What follows belongs to an exercise in optimizing a design on an open flow for small area, a short achievable clock period and few clock cycles per item; a production flow would make more cautious choices.
In this exercise RTL edits were held to simulation tests only and were not proved equivalent to the original.

==> flow/design.v, too long to show whole: its modules and the start of the top module <==
// module compass_heading_hard_iron_cal: 1482 lines
module compass_heading_hard_iron_cal (
  input  logic               clk,
  input  logic               rst,
  input  logic               sample_valid,
  output logic               sample_ready,
  input  logic [1:0]         action,
  input  logic signed [15:0] mag_x,
  input  logic signed [15:0] mag_y,
  input  logic signed [15:0] mag_z,
  output logic               result_valid,
  input  logic               result_ready,
  output logic [8:0]         heading_deg,
  output logic signed [15:0] offset_x,
  output logic signed [15:0] offset_y,
  output logic signed [15:0] offset_z
);
  // ...
==> flow/run.sh <==
#!/bin/bash
# synth_recipe.tcl (not shown) runs the flow's synth.tcl, then flattens the netlist and writes it again
# the make line also repeats each setting of config.mk as NAME=value (left out here)
make -C /OpenROAD-flow-scripts/flow DESIGN_CONFIG=/design/flow/config.mk WORK_HOME=/design/flow/orfs CLKGATE_MAP_FILE= SYNTH_SCRIPT=/design/flow/synth_recipe.tcl finish
==> flow/config.mk <==
export PLATFORM = sky130hd
export DESIGN_NAME = compass_heading_hard_iron_cal
export DESIGN_NICKNAME = compass_heading_hard_iron_cal
export VERILOG_FILES = /design/flow/design.v
export SDC_FILE = /design/flow/constraint.sdc
export NUM_CORES = 4
export LEC_CHECK = 0
export CAP_MARGIN = 20
export CORE_MARGIN = 2
export CORE_UTILIZATION = 60
export CTS_CLUSTER_DIAMETER = 70
export CTS_CLUSTER_SIZE = 25
export SETUP_SLACK_MARGIN = 5
export SLEW_MARGIN = 20
==> flow/constraint.sdc <==
create_clock -name core_clock -period 9.0 [get_ports {clk}]
set_input_delay 1.8000 -clock core_clock [delete_from_list [all_inputs] [get_ports {clk}]]
set_output_delay 1.8000 -clock core_clock [all_outputs]
set_load 0.01 [all_outputs]
==> out/metrics.yaml, run 1 <==
max_slew_margin_pct: 29.40
vias: 67580
r2r_start: "q_rd[1]"
synth_cell_types: 120
slew_violations: 0
routed-wl-met2_um: 107000
dp_slack_ns: 3.722
via_per_inst: 5.787
grt-ovfl-total: 0
drt_iter0_drc: 4170
synthFlopType: "dfxtp_1"
met1_usage_pct: 37.60
fill_cells: 12370
multi_input_comb_cells: 7218
grt_busiest_layer: "met2"
h-tree-depth: 3
gp_congestion: 0.9303
avgSynthCellArea_um2: 9.527
status: "no timing/DRC/antenna violations"
critPathTopFamily: "compound AO/OA/AOI/OAI gates"
inv_count: 417
grt_pass1_vias: 65160
ctsHoldBuffers: 0
min_path_cells: 0
dpl_cell_area_um2: 93510
synth_most_common_cell: "dfxtp_1"
Testbench counts, summed over its fixed seeds: cycles 7,440, items 7,200.
==> inputs of run 2 (changes only) <==
--- a/flow/design.v
+++ b/flow/design.v
@@ -13,55 +13,44 @@
   output logic signed [15:0] offset_x,
   output logic signed [15:0] offset_y,
   output logic signed [15:0] offset_z
 );
   localparam int CAP = 20;    
   localparam int QN  = 19;     
   localparam int QW  = 5;     
   localparam int CW  = 5;   
-  logic              in_v;
-  logic [1:0]        in_act;
-  logic signed [15:0] in_x, in_y, in_z;
   logic              in_fire;
   assign in_fire = sample_valid && sample_ready;
-  always_ff @(posedge clk) begin
-    if (rst) in_v <= 1'b0;
-    else     in_v <= in_fire;
-    in_act <= action;
-    in_x   <= mag_x;
-    in_y   <= mag_y;
-    in_z   <= mag_z;
-  end
   logic signed [15:0] mx_x, mx_y, mx_z, mn_x, mn_y, mn_z;
   logic signed [15:0] pe_x, pe_y, pe_z;    
   logic signed [16:0] sum_x, sum_y, sum_z;
   logic signed [16:0] mid_x, mid_y, mid_z;
   logic cal_start, cal_sample, cal_end;
-  assign cal_start  = in_v && (in_act == 2'd1);
-  assign cal_sample = in_v && (in_act == 2'd2);
-  assign cal_end    = in_v && (in_act == 2'd3);
+  assign cal_start  = in_fire && (action == 2'd1);
+  assign cal_sample = in_fire && (action == 2'd2);
+  assign cal_end    = in_fire && (action == 2'd3);
   assign sum_x = {mx_x[15], mx_x} + {mn_x[15], mn_x};
   assign sum_y = {mx_y[15], mx_y} + {mn_y[15], mn_y};
   assign sum_z = {mx_z[15], mx_z} + {mn_z[15], mn_z};
   assign mid_x = (sum_x + {16'd0, sum_x[16]}) >>> 1;
   assign mid_y = (sum_y + {16'd0, sum_y[16]}) >>> 1;
   assign mid_z = (sum_z + {16'd0, sum_z[16]}) >>> 1;
   always_ff @(posedge clk) begin
     if (rst) begin
       mx_x <= '0; mx_y <= '0; mx_z <= '0;
       mn_x <= '0; mn_y <= '0; mn_z <= '0;
       pe_x <= '0; pe_y <= '0; pe_z <= '0;
     end else begin
-      if (cal_start || (cal_sample && in_x > mx_x)) mx_x <= in_x;
-      if (cal_start || (cal_sample && in_y > mx_y)) mx_y <= in_y;
-      if (cal_start || (cal_sample && in_z > mx_z)) mx_z <= in_z;
-      if (cal_start || (cal_sample && in_x < mn_x)) mn_x <= in_x;
-      if (cal_start || (cal_sample && in_y < mn_y)) mn_y <= in_y;
-      if (cal_start || (cal_sample && in_z < mn_z)) mn_z <= in_z;
+      if (cal_start || (cal_sample && mag_x > mx_x)) mx_x <= mag_x;
+      if (cal_start || (cal_sample && mag_y > mx_y)) mx_y <= mag_y;
+      if (cal_start || (cal_sample && mag_z > mx_z)) mx_z <= mag_z;
+      if (cal_start || (cal_sample && mag_x < mn_x)) mn_x <= mag_x;
+      if (cal_start || (cal_sample && mag_y < mn_y)) mn_y <= mag_y;
+      if (cal_start || (cal_sample && mag_z < mn_z)) mn_z <= mag_z;
       if (cal_end) begin
         pe_x <= mid_x[15:0];
         pe_y <= mid_y[15:0];
         pe_z <= mid_z[15:0];
       end
     end
   end
   logic [16:0] s0_x0;
@@ -1470,13 +1459,12 @@
       end_ld       <= 1'b0;
       dirty        <= 1'b0;
       sample_ready <= 1'b0;
     end else begin
       ost          <= ost + CW'(in_fire) - CW'(take);
       end_cnt      <= end_cnt_next;
       end_ld       <= end_out;
       dirty        <= dirty_next;
-      sample_ready <= cap_ok &&
-                      !(end_nz_next && (dirty_next || (in_fire && (action == 2'd1 || action == 2'd2))));
+      sample_ready <= cap_ok && !(end_nz_next && dirty_next);
     end
   end
 endmodule
==> flow/config.mk (replaced) <==
export PLATFORM = sky130hd
export DESIGN_NAME = compass_heading_hard_iron_cal
export DESIGN_NICKNAME = compass_heading_hard_iron_cal
export VERILOG_FILES = /design/flow/design.v
export SDC_FILE = /design/flow/constraint.sdc
export NUM_CORES = 4
export LEC_CHECK = 0
export CAP_MARGIN = 20
export CORE_MARGIN = 2
export CORE_UTILIZATION = 65
export CTS_CLUSTER_DIAMETER = 70
export CTS_CLUSTER_SIZE = 25
export SETUP_SLACK_MARGIN = 5
export SLEW_MARGIN = 20
==> out/metrics.yaml, run 2 <==
status: "no timing/DRC/antenna violations"  # unchanged
dieArea_um2: 141500  # was 153,900 um^2
synthFlopType: "dfxtp_1"  # unchanged
critPathLaunchType: "flop"  # unchanged
r2r_end: "p16_p15"  # was offset_x[9]
syn-instance-count: 9551  # was 9,495
cts_buffers: 112  # was 106
synth_top_area_share_pct: 31.21  # was 32.09%
worst_pin_slew_ns: 1.081  # was 1.058 ns
synth_area_um2: 90050  # was 90,460 um^2
cts_tree: "built"  # unchanged
postRouteAntennaNets: 0  # unchanged
syn-num-nets: 10580  # was 10,530
vias: 68900  # was 67,580
required_ns: 9.61  # was 9.60 ns
hold_path.class: "flop to flop"  # unchanged
insertion_delay_ns: 0.78  # was 0.76 ns
min_path_cells: 0  # unchanged
rrSetupSlack_ns: 5.04  # was 5.01 ns
async_reset_ff_share_pct: 0  # unchanged
final_cell_mix: "1,384 x dfxtp_1, 965 x xnor2_1, 914 x ha_1, 706 x nor2_1, 630 x a21oi_1"  # was 1,433 x dfxtp_1, 1,014 x xnor2_1, 919 x ha_1, 727 x nor2_1, 628 x a21oi_1
clkSlewWorstSetupHoldPaths_ns: 0.09  # about the same
max-cap-violations: 0  # unchanged
dp_slack_ns: 3.187  # was 3.722 ns
fin_crit_sh_pct: 43.95  # was 44.36%
critical_path_class: "flop to flop"  # unchanged
via_per_inst: 5.980  # was 5.787
clockBufferDepth: 3  # unchanged
synth_most_common_cell: "dfxtp_1"  # unchanged
seq_area_frac_synth_pct: 37.22  # was 38.06%
skew_ns: 0.04305  # was 0.03206 ns
setup_viol: 0  # unchanged
io_pins: 113  # unchanged
cts.sinks: 1584  # was 1,630
synth-edff-count: 180  # unchanged
drt_iter0_drc: 5048  # was 4,170
hold_start: "p12_g1"  # was p14_tag[0]
grt_pass1_wl_um: 356300  # was 353,200 um
reg2regPathDepth: 15  # unchanged
hold_viol: 0  # unchanged
wl_per_cell_um: 20.02  # was 19.31 um
cp-end-kind: "flop"  # unchanged
synth_cell_types: 111  # was 120
grt_pass1_vias: 66340  # was 65,160
layout_commonest_cell: "dfxtp_1"  # unchanged
grt-ovfl-total: 0  # unchanged
h-tree-depth: 3  # unchanged
dp_hpwl_um: 176600  # was 176,200 um
ys_top_cells_by_area: "dfxtp_1 31%, ha_1 13%, xnor2_1 9.4%"  # was dfxtp_1 32%, ha_1 13%, xnor2_1 9.8%
die_w_um: 376.2  # was 392.3 um
ys_top_cells_by_count: "1,404 x dfxtp_1, 967 x xnor2_1, 922 x ha_1, 711 x nor2_1, 641 x a21oi_1"  # was 1,450 x dfxtp_1, 1,014 x xnor2_1, 922 x ha_1, 728 x nor2_1, 642 x a21oi_1
worstPathArrival_ns: 4.57  # was 4.60 ns
port_buffers: 112  # unchanged
min_to: "p13_g1"  # was p15_tag[0]
avgSynthCellArea_um2: 9.428  # was 9.527 um^2
ys_warn_count: 1  # unchanged
setup_tns_ns: 0  # unchanged
drive_gt1_share_pct: 5.562  # was 5.040%
grt_max_degree: 111  # was 97
clockRootBuffer: "clkbuf_16"  # unchanged
slew_violations: 0  # unchanged
grtUsageTotal_pct: 31.30  # was 28.64%
drc: 0  # unchanged
gp_congestion: 0.9601  # was 0.9303
max_slew_margin_pct: 27.82  # was 29.40%
rsz0062_at_grt: "yes"  # was no
whs_ns: 0.3137  # was 0.3205 ns
max_freq_mhz: 252.8  # was 250.5 MHz
ys_ff_latch: 1584  # was 1,630
antenna_found_initial: 15  # was 13
syn2layout_area_growth_pct: 9.421  # was 8.930%
cp_max_fo: 7  # was 48
rows: 136  # was 142
r2r_start: "p15_Y[28]"  # was q_rd[1]
routed_wl_um: 230700  # was 225,500 um
chipHeight_um: 376.2  # was 392.3 um
core_um2: 137500  # was 149,800 um^2
setup_ws_ns: 5.044  # was 5.007 ns
yosysTopAreaCell: "dfxtp_1"  # unchanged
start_util_pct: 65.49  # was 60.40%
dr.pass1.iters: 7  # was 5
nNetsFinal: 10660  # was 10,610
period_needed_ns: 3.956  # was 3.993 ns
run 2: what timing repair did:
action / CTS / global route
endpoints found under the setup margin: 504 / 275
pin swaps: 6 / 16
hold buffers: 0 / 0
setup buffers: 24 / 31
cloned: 0 / 6
gates resized for setup: 113 / 125
run 2: layout make-up:
cell class              instances  area (um^2)
inverters                     417         1573
fillers                     10600        38960
clock inverters                80         1172
clock buffers                 130         2972
flip-flops and latches       1584        33560
diodes                          3        7.507
repair buffers                207         2221
multi-input cells            7308        54790
well taps                    1794         2245
run 2: how the worst max path moves through the flow:
stage | start | endpoint | slack [ns] | cells after the start
after detailed placement | result_ready | q_cnt[4] | 3.19 | 17
after CTS | result_ready | q_cnt[4] | 5.00 | 17
after global placement | result_ready | q_cnt[4] | 3.17 | 17
final | p15_Y[28] | p16_p15 | 5.04 | 15
after floorplan | mag_x[5] | mx_x[10] | 5.00 | 12
after global routing | p12_Y[31] | p13_Y[29] | 4.84 | 14
run 2: metrics by stage:
stage,utilization (%),cells,instance area [um^2]
global placement,67.47,11250,92770
global route,71.66,11520,98530
finish,71.66,11520,98530
floorplan,-,9551,90140
CTS,70.99,11480,97610
detailed placement,67.47,11250,92770
run 2: logic make-up after synthesis:
| group | Yosys count | share of synthesized area, % |
|---|---|---|
| buffers and inverters | 660 | 2.875 |
| muxes | 148 | 1.713 |
| DFF | 1584 | 37.22 |
| AOI/OAI and AO/OA | 2124 | 15.43 |
| adders and majority gates | 978 | 14.04 |
| and+or+nand+nor | 2506 | 13.64 |
| other | 1 | 0.004164 |
| xor gates and xnor gates | 1550 | 15.08 |
run 2: metal layers:
layer	wire, um	GRT usage [%]
met1	99430	39.98
met2	109500	53.91
met3	12350	4.180
met4	9347	11.53
met5	93	0
run 2: critical path: stages (launching register included):
cell       delay, ns
dfxtp_4         0.41
buf_4           0.19
buf_4           0.14
xnor2_1         0.16
ha_2            0.34
a21o_1          0.21
a31o_2          0.24
a2111oi_2       0.38
a211oi_1        0.09
or4_4           0.57
nor4_4          0.21
o2111ai_2       0.17
nor4_2          0.23
nand4_1         0.14
buf_4           0.19
nor3b_1         0.13
Testbench counts of run 2, summed over its fixed seeds: cycles 7,440, items 7,200.
==> inputs of run 3 (changes only) <==
--- a/flow/config.mk
+++ b/flow/config.mk
@@ -7,7 +7,7 @@
 export LEC_CHECK = 0
 export CAP_MARGIN = 20
 export CORE_MARGIN = 2
-export CORE_UTILIZATION = 65
+export CORE_UTILIZATION = 70
 export CTS_CLUSTER_DIAMETER = 70
 export CTS_CLUSTER_SIZE = 25
 export SETUP_SLACK_MARGIN = 5
==> out/metrics.yaml, run 3 <==
vias: 69570  # was 68,900
antenna_found_initial: 14  # was 15
core_um2: 127700  # was 137,500 um^2
via_per_inst: 6.102  # was 5.980
ys_ff_latch: 1584  # unchanged
io_pins: 113  # unchanged
crit_buf_inv: 1  # was 3
fill_cells: 8919  # was 10,600
drc: 0  # unchanged
clockBufferDepth: 3  # unchanged
grt_pass1_wl_um: 356800  # was 356,300 um
seq_area_um2: 33560  # unchanged
fin_crit_sh_pct: 43.86  # was 43.95%
final_cell_mix: "1,384 x dfxtp_1, 963 x xnor2_1, 916 x ha_1, 705 x nor2_1, 626 x a21oi_1"  # was 1,384 x dfxtp_1, 965 x xnor2_1, 914 x ha_1, 706 x nor2_1, 630 x a21oi_1
hold_viol: 0  # unchanged
postRouteAntennaNets: 0  # unchanged
max_freq_mhz: 253.4  # was 252.8 MHz
ys_top_cells_by_count: "1,404 x dfxtp_1, 967 x xnor2_1, 922 x ha_1, 711 x nor2_1, 641 x a21oi_1"  # unchanged
syn-instance-count: 9551  # unchanged
multi_input_area_um2: 54770  # was 54,790 um^2
slew_violations: 0  # unchanged
dpl_cell_area_um2: 92630  # was 92,770 um^2
grt_max_degree: 105  # was 111
synth_cell_types: 111  # unchanged
setup_viol: 0  # unchanged
wl_per_cell_um: 20.29  # was 20.02 um
cts_buffers: 101  # was 112
drive_gt1_share_pct: 5.619  # was 5.562%
fin_area_um2: 98280  # was 98,530 um^2
cp_max_fo: 3  # was 7
max_slew_margin_pct: 31.95  # was 27.82%
clockRootBuffer: "clkbuf_16"  # unchanged
post-route-util_pct: 76.97  # was 71.66%
ys_warn_count: 1  # unchanged
max-cap-violations: 0  # unchanged
drt_iter0_drc: 5644  # was 5,048
worstPathArrival_ns: 2.15  # was 4.57 ns
dp_hpwl_um: 175200  # was 176,600 um
hold_path.class: "flop to flop"  # unchanged
layout_commonest_cell: "dfxtp_1"  # unchanged
yosysTopAreaCell: "dfxtp_1"  # unchanged
cts.sinks: 1584  # unchanged
skew_ns: 0.03118  # was 0.04305 ns
die_w_um: 362.7  # was 376.2 um
cp-end-kind: "output port"  # was flop
synth_area_um2: 90050  # unchanged
routed_wl_um: 231300  # was 230,700 um
gp_congestion: 0.9709  # was 0.9601
cpPeakStageDelay_ns: 0.71  # was 0.57 ns
grt-ovfl-total: 0  # unchanged
dieArea_um2: 131500  # was 141,500 um^2
nNetsFinal: 10680  # was 10,660
insertion_delay_ns: 0.76  # was 0.78 ns
synth-edff-count: 180  # unchanged
syn2layout_area_growth_pct: 9.140  # was 9.421%
cp_slowest_cell: "dfxtp_1"  # was or4_4
ys_top_cells_by_area: "dfxtp_1 31%, ha_1 13%, xnor2_1 9.4%"  # unchanged
whs_ns: 0.3222  # was 0.3137 ns
setup_tns_ns: 0  # unchanged
synth_most_common_cell: "dfxtp_1"  # unchanged
worst_pin_slew_ns: 1.019  # was 1.081 ns
grt_pass1_vias: 66990  # was 66,340
required_ns: 7.20  # was 9.61 ns
critPathTopFamily: "flip-flops"  # was simple AND/OR/NAND/NOR gates
cts_tree: "built"  # unchanged
status: "no timing/DRC/antenna violations"  # unchanged
async_reset_ff_share_pct: 0  # unchanged
rsz0062_at_grt: "yes"  # unchanged
grtUsageTotal_pct: 33.77  # was 31.30%
port_buffers: 112  # unchanged
critPathLaunchType: "flop"  # unchanged
path_cells: "clkdlybuf4s50_1"  # was buf_4, buf_4, xnor2_1, ha_2, a21o_1, a31o_2, a2111oi_2, a211oi_1, or4_4, nor4_4, o2111ai_2, nor4_2, nand4_1, buf_4, nor3b_1
seq_area_frac_synth_pct: 37.22  # unchanged
dr.pass1.iters: 6  # was 7
chipHeight_um: 362.7  # was 376.2 um
syn-num-nets: 10580  # unchanged
synthFlopType: "dfxtp_1"  # unchanged
avgSynthCellArea_um2: 9.428  # unchanged
synth_top_area_share_pct: 31.21  # unchanged
h-tree-depth: 3  # unchanged
start_util_pct: 70.52  # was 65.49%
rows: 131  # was 136
period_needed_ns: 3.947  # was 3.956 ns
clkSlewWorstSetupHoldPaths_ns: 0.09  # about the same
critical_path_class: "flop to output port"  # was flop to flop
## run 3: cell counts after synthesis
Identical to the previous run, type by type.
## run 3: per-layer routing
metal  wire (um)  vias up  share of wire [%]  track usage [%]
met3       13450      599                5.8            4.966
met2      110700     2093                 48            58.80
met5          87        -              0.038                0
li1            -    33860                  -                -
met1       95420    33000                 41            41.43
met4       11710       14                5.1            14.85
## run 3: area by class of cell
| type | instances | area share [%] |
|---|---|---|
| multi-input combinational | 7308 | 55.73 |
| timing repair buffer | 238 | 2.598 |
| inverter | 417 | 1.607 |
| tap | 1662 | 2.116 |
| antenna | 4 | 0.01018 |
| sequential | 1584 | 34.14 |
| clock inverter | 70 | 1.086 |
| clock buffer | 118 | 2.710 |
## run 3: cells by family (layout without fill, tap and decap cells)
group	count (synthesis)	in the layout	share of synthesized area [%]
AND/OR/NAND/NOR	2506	2507	13.64
AO/OA/AOI/OAI	2124	2124	15.43
flip-flops	1584	1584	37.22
XOR/XNOR	1550	1550	15.08
adder cells (fa/ha/maj)	978	978	14.04
buffers and inverters	660	843	2.875
multiplexers	148	148	1.713
other	1	5	0.004164
## run 3: final timing paths
path,startpoint,end,depth (start not counted),slack [ns]
worst min register to register,p2_tag[1],p3_tag[1],0,0.32
worst min-delay path,p2_tag[1],p3_tag[1],0,0.32
worst max-delay path,result_valid,result_valid,1,5.05
worst max register to register,q_rd[2],offset_z[5],13,5.07
## run 3: worst register-to-register path, delay by kind of cell (launching register included)
family	cells	cell delay [ns]
simple gates	7	2.02
compound gates	4	1.08
flops	1	0.35
buf+inv	2	0.41
## run 3: per-stage QoR
step	setup slack [ns]	cells
floorplan	5.000	9551
finish	5.053	11400
global placement	3.249	11120
detailed placement	3.250	11120
global route	4.904	11400
CTS	4.925	11340
## run 3: what timing repair did
action,CTS,global route
cloned,3,6
buffers inserted,27,54
setup endpoints to repair,490,347
hold buffers,0,0
resized for setup,117,115
pin swaps,8,17

==> afterwards: timing with drivers on the ports <==
The results above use ideal ports. As a check the final layouts listed here were re-extracted and re-timed, cells and wires unchanged. Step 1, drivers: a clkbuf_16 drives clk and a buf_2 each remaining input, both assumed. Step 2, shift: input delay + t, output delay - t, t = (earliest + latest rising clock arrival at the registers) / 2. This alone moves slack from input paths to output paths. Slacks: no drivers / after step 1 / after step 2; pairs: no drivers / after step 1.
| run | t, ns | setup slack, ns | worst setup path after step 2 | worst register clock-pin slew, ns | pins driven straight from the clock port |
|---|---|---|---|---|---|
| run 1 | 0.836 | 5.007 / 5.007 / 4.626 | input to register | 0.09 / 0.09 | 1 |
| run 2 | 0.831 | 5.044 / 5.009 / 4.286 | input to register | 0.10 / 0.10 | 1 |
| run 3 | 0.829 | 5.053 / 4.976 / 4.298 | input to register | 0.10 / 0.10 | 1 |
After both steps every run listed still meets setup and hold. The setup slack of run 2, which loses most, moves by -0.035 ns with the drivers and by -0.758 ns with both steps.
